Background: an optimization exercise with open tools, aiming at small area and a short achievable clock period. Do not read the settings as production practice.
Function was checked by simulation only, so behaviour that the tests miss may differ from the original.
The flow treats the clock pin as an ideal source. Dropping or thinning the clock tree relies on that and would not hold on a real chip.
Power is estimated from default activity; no workload was simulated.

== run P ==
Design wb_trace_fifo, start of the top module:
module wb_trace_fifo #(
  parameter int XLEN  = 32,
  parameter int DEPTH = 16,
  parameter int CNT_W = 32
) (
  input  logic                     clk,
  input  logic                     rst_n,
  input  logic                     wb_have_inst,
  input  logic [XLEN-1:0]          wb_pc,
  input  logic                     wb_ena,
  input  logic [4:0]               wb_reg,
  input  logic [XLEN-1:0]          wb_value,
  input  logic [1:0]               trace_mode,
  input  logic                     flush,
  input  logic                     clr_ovf,
  output logic                     out_valid,
  input  logic                     out_ready,
  output logic [CNT_W-1:0]         out_seq,
  output logic [XLEN-1:0]          out_pc,
  output logic                     out_ena,
  output logic [4:0]               out_reg,
  output logic [XLEN-1:0]          out_value,
  output logic [$clog2(DEPTH):0]   level,
  output logic                     overflow,
  output logic [CNT_W-1:0]         drop_cnt,
  output logic [CNT_W-1:0]         retired
);
For scale: ~1700 flip-flops, ~250 I/O pins, roughly 63000 um^2 of cells after synthesis.
==> flow/config.mk <==
export PLATFORM = sky130hd
export DESIGN_NAME = wb_trace_fifo
export DESIGN_NICKNAME = wb_trace_fifo
export VERILOG_FILES = /design/flow/design.v
export SDC_FILE = /design/flow/constraint.sdc
export NUM_CORES = 4
export LEC_CHECK = 0
export CAP_MARGIN = 20
export CORE_MARGIN = 2
export CORE_UTILIZATION = 40
export SETUP_SLACK_MARGIN = 2.0
export SLEW_MARGIN = 20
==> flow/constraint.sdc <==
create_clock -name core_clock -period 4.5 [get_ports {clk}]
set_input_delay 0.9000 -clock core_clock [delete_from_list [all_inputs] [get_ports {clk}]]
set_output_delay 0.9000 -clock core_clock [all_outputs]
set_load 0.01 [all_outputs]
run.sh (not shown) runs the stock make flow with config.mk's settings and CLKGATE_MAP_FILE= SYNTH_SCRIPT=/design/flow/synth_recipe.tcl, a recipe that flattens the netlist after the stock synthesis.
Run P completed every stage of the flow, and the final layout passed the timing, design-rule and antenna checks.
diff inputs: run P => run K
Settings: a change of CORE_UTILIZATION from 40 to 60; an added PLACE_DENSITY of 0.7; a change of SETUP_SLACK_MARGIN from 2.0 to 2.5.
Notes after the runs:
Relative to run P, largest net degree at the start of global routing has decreased by 48 in run K.
Run K vs run P, initial antenna violation count went up by 2.
Flip-flop and latch share of the layout cell area (run K over run P): decrease, 0.51 points

========
Another version of the RTL of wb_trace_fifo (not shown whole).
For scale: ~1700 flip-flops, ~250 I/O pins, about 0.065 mm^2 of cells after synthesis.
==> flow/design.v (excerpt) <==
module wb_trace_fifo #(
  parameter int XLEN  = 32,
  parameter int DEPTH = 16,
  parameter int CNT_W = 32
) (
  input  logic                     clk,
  input  logic                     rst_n,
  input  logic                     wb_have_inst,
  input  logic [XLEN-1:0]          wb_pc,
  input  logic                     wb_ena,
  input  logic [4:0]               wb_reg,
  input  logic [XLEN-1:0]          wb_value,
  input  logic [1:0]               trace_mode,
  input  logic                     flush,
  input  logic                     clr_ovf,
  output logic                     out_valid,
  input  logic                     out_ready,
  output logic [CNT_W-1:0]         out_seq,
  output logic [XLEN-1:0]          out_pc,
  output logic                     out_ena,
  output logic [4:0]               out_reg,
  output logic [XLEN-1:0]          out_value,
  output logic [$clog2(DEPTH):0]   level,
  output logic                     overflow,
  output logic [CNT_W-1:0]         drop_cnt,
  output logic [CNT_W-1:0]         retired
);
==> flow/config.mk <==
export PLATFORM = sky130hd
export DESIGN_NAME = wb_trace_fifo
export DESIGN_NICKNAME = wb_trace_fifo
export VERILOG_FILES = /design/flow/design.v
export SDC_FILE = /design/flow/constraint.sdc
export NUM_CORES = 4
export LEC_CHECK = 0
export CAP_MARGIN = 20
export CORE_MARGIN = 2
export CORE_UTILIZATION = 60
export CTS_CLUSTER_DIAMETER = 100
export CTS_CLUSTER_SIZE = 25
export PLACE_DENSITY = 0.7
export SETUP_SLACK_MARGIN = 2.3
export SLEW_MARGIN = 20
export SYNTH_HIERARCHICAL = 1
export SYNTH_MINIMUM_KEEP_SIZE = 0
==> flow/constraint.sdc <==
create_clock -name core_clock -period 4.5 [get_ports {clk}]
set_input_delay 0.9000 -clock core_clock [delete_from_list [all_inputs] [get_ports {clk}]]
set_output_delay 0.9000 -clock core_clock [all_outputs]
set_load 0.01 [all_outputs]
standard.sh (not shown) runs the stock make flow with config.mk's settings and CLKGATE_MAP_FILE= SYNTH_SCRIPT=/design/flow/synth_recipe.tcl, a recipe that flattens the netlist after the stock synthesis.
==> flow/flow/run.sh <==
#!/bin/bash
# Own layout flow: the standard ORFS flow, with two changes:
#  - the clock tree is built by flow/mycts.tcl (a two-level balanced tree:
#    the clock port drives 4 root buffers, each root drives a group of leaf
#    buffers, each leaf drives a cluster of ~26 nearby flip-flops) instead of
#    TritonCTS's three-level tree;
#  - ports are buffered with sky130_fd_sc_hd__buf_2 (timing repair resizes
#    them as needed) instead of the delay cell buffer_ports picks by default.
# Synthesis is the standard synthesis, unchanged.
set -euo pipefail
work=$(pwd)
export PRE_CTS_TCL="$work/flow/mycts.tcl"
export MYCTS_CSIZE=26
export MYCTS_NROOT=4
export BUFFER_PORTS_ARGS="-buffer_cell sky130_fd_sc_hd__buf_2"
bash standard.sh synth > "$work/synth.log" 2>&1
bash standard.sh finish > "$work/layout.log" 2>&1
Other scripts of this flow, unchanged in this note and not shown: flow/flow/mycts.tcl
The baseline completed with no timing, DRC or antenna violations.
Edit:
Settings changed: SETUP_SLACK_MARGIN 2.3 to 2.2.
What happened: The new run completed with no timing, DRC or antenna violations; worst setup slack is worse by 0.12 ns; total power is lower by 0.93%; hold slack is worse by 0.0041 ns; register-to-register slack is worse by 0.06 ns; cell area is lower by 1.5%; combinational power is lower by 13%; critical path depth is lower by 1; flip-flop and latch count does not change.
Edit:
Settings changed: SETUP_SLACK_MARGIN 2.2 to 2.4.
Outcome: Area after synthesis is unchanged. Cell area rises by 3.1%. Worst hold slack loses 0.0084 ns. Register-to-register slack gains 0.10 ns. Wire length rises by 6.6%. Total power rises by 1.9%.
No run of this note takes its clock network from TritonCTS; it comes from the design's own scripts or RTL.

========
Setup of v16:
wb_trace_fifo with an RTL version that a note above also has.
Size: ~3700 cells after synthesis, roughly 1700 flip-flops, roughly 250 I/O pins, roughly 63000 sq um of cells after synthesis.
clock: 4.5 ns
lec_check: 0
abc_clock_period_in_ps: 2000
cap_margin: 20
core_margin: 2
core_utilization: 40
setup_slack_margin: 2.0
slew_margin: 20
run.sh (not shown) runs the stock make flow with config.mk's settings and CLKGATE_MAP_FILE= SYNTH_SCRIPT=/design/flow/synth_recipe.tcl, a recipe that flattens the netlist after the stock synthesis.
Stock flow here: none of the scripts above is used.
The final layout from v16, which completed every stage, passed the timing, design-rule and antenna checks at the end of the flow.
## Diff of input files: v15 against v16
diff --git a/flow/config.mk b/flow/config.mk
--- a/flow/config.mk
+++ b/flow/config.mk
@@ -7,3 +7,2 @@
 export LEC_CHECK = 0
-export ABC_CLOCK_PERIOD_IN_PS = 2000
 export CAP_MARGIN = 20
@@ -11,3 +10,2 @@
 export CORE_UTILIZATION = 40
-export SETUP_SLACK_MARGIN = 2.0
 export SLEW_MARGIN = 20
## What came out
- v16 completed end to end with timing, DRC and antenna clean.
- v15 completed end to end with timing, DRC and antenna clean.
- v15 vs. v16: minimum clock period +0.81 ns, number of buffers inserted during clock tree synthesis went down about 0.56%, number of setup buffers added after CTS fell by 74.
- Taking v16 as the reference, in v15 via count of the first global-routing pass -421, clock network fraction of design power lower, layout net count -2.5%, minimum setup slack in the final design decreased 0.81 ns, multi-input gate share of the layout cell area saw little to no change.
- Comparing v16 and v15, the lower leakage power summed over all cells is on v15.

========
wb_trace_fifo, a different RTL version from the one above (not shown whole).
Size: about 1700 flip-flops, ~250 I/O pins, ~0.063 sq mm of cells after synthesis.
Settings: LEC_CHECK=0, CAP_MARGIN=20, CORE_MARGIN=2, CORE_UTILIZATION=60, CTS_CLUSTER_DIAMETER=100, CTS_CLUSTER_SIZE=25, PLACE_DENSITY=0.7, SETUP_SLACK_MARGIN=2.3, SLEW_MARGIN=20; clock period 4.5 ns.
The first run finished with timing, DRC and antenna clean.
Change:
Settings changed: CORE_UTILIZATION 60 to 72, PLACE_DENSITY 0.7 to 0.8.
Flip-flop and latch count does not change.
Setup slack gets worse by 0.077 ns.
Design area fell slightly.

==> re-timing with driven ports <==
Ports are ideal in the flow. The routed layouts listed here were re-timed in OpenROAD. Step 1 assumes that a clkbuf_16 drives the clock port and a buf_2 every other input. Step 2, shift: input delay + t, output delay - t, t = (earliest + latest rising clock arrival at the registers) / 2. This alone moves slack from input paths to output paths. a / b / c = no drivers / after step 1 / after step 2; a / b = the first two.
run	t, ns	setup WS [ns]	hold WS [ns]	cell pins on the clock port's net
run P	0.893	1.889 / 1.804 / 1.115	0.229 / 0.172 / 0.520	1
run K	0.855	2.148 / 2.066 / 1.595	0.039 / -0.019 / 0.521	1
the first run of note 2	0.678	2.245 / 2.155 / 1.821	0.317 / 0.242 / 0.481	4
the second run of note 2	0.677	2.123 / 2.083 / 1.571	0.313 / 0.235 / 0.480	4
the third run of note 2	0.682	2.285 / 2.165 / 1.876	0.305 / 0.225 / 0.481	4
v16	0.893	1.889 / 1.804 / 1.115	0.229 / 0.172 / 0.520	1
v15	0.878	1.075 / 0.999 / 0.637	0.140 / 0.089 / 0.522	1
the first run of note 4	0.761	2.211 / 2.135 / 1.462	0.284 / 0.237 / 0.542	1
the second run of note 4	0.744	2.133 / 2.058 / 1.510	0.332 / 0.283 / 0.503	1
After both steps setup and hold are still met in every run listed.
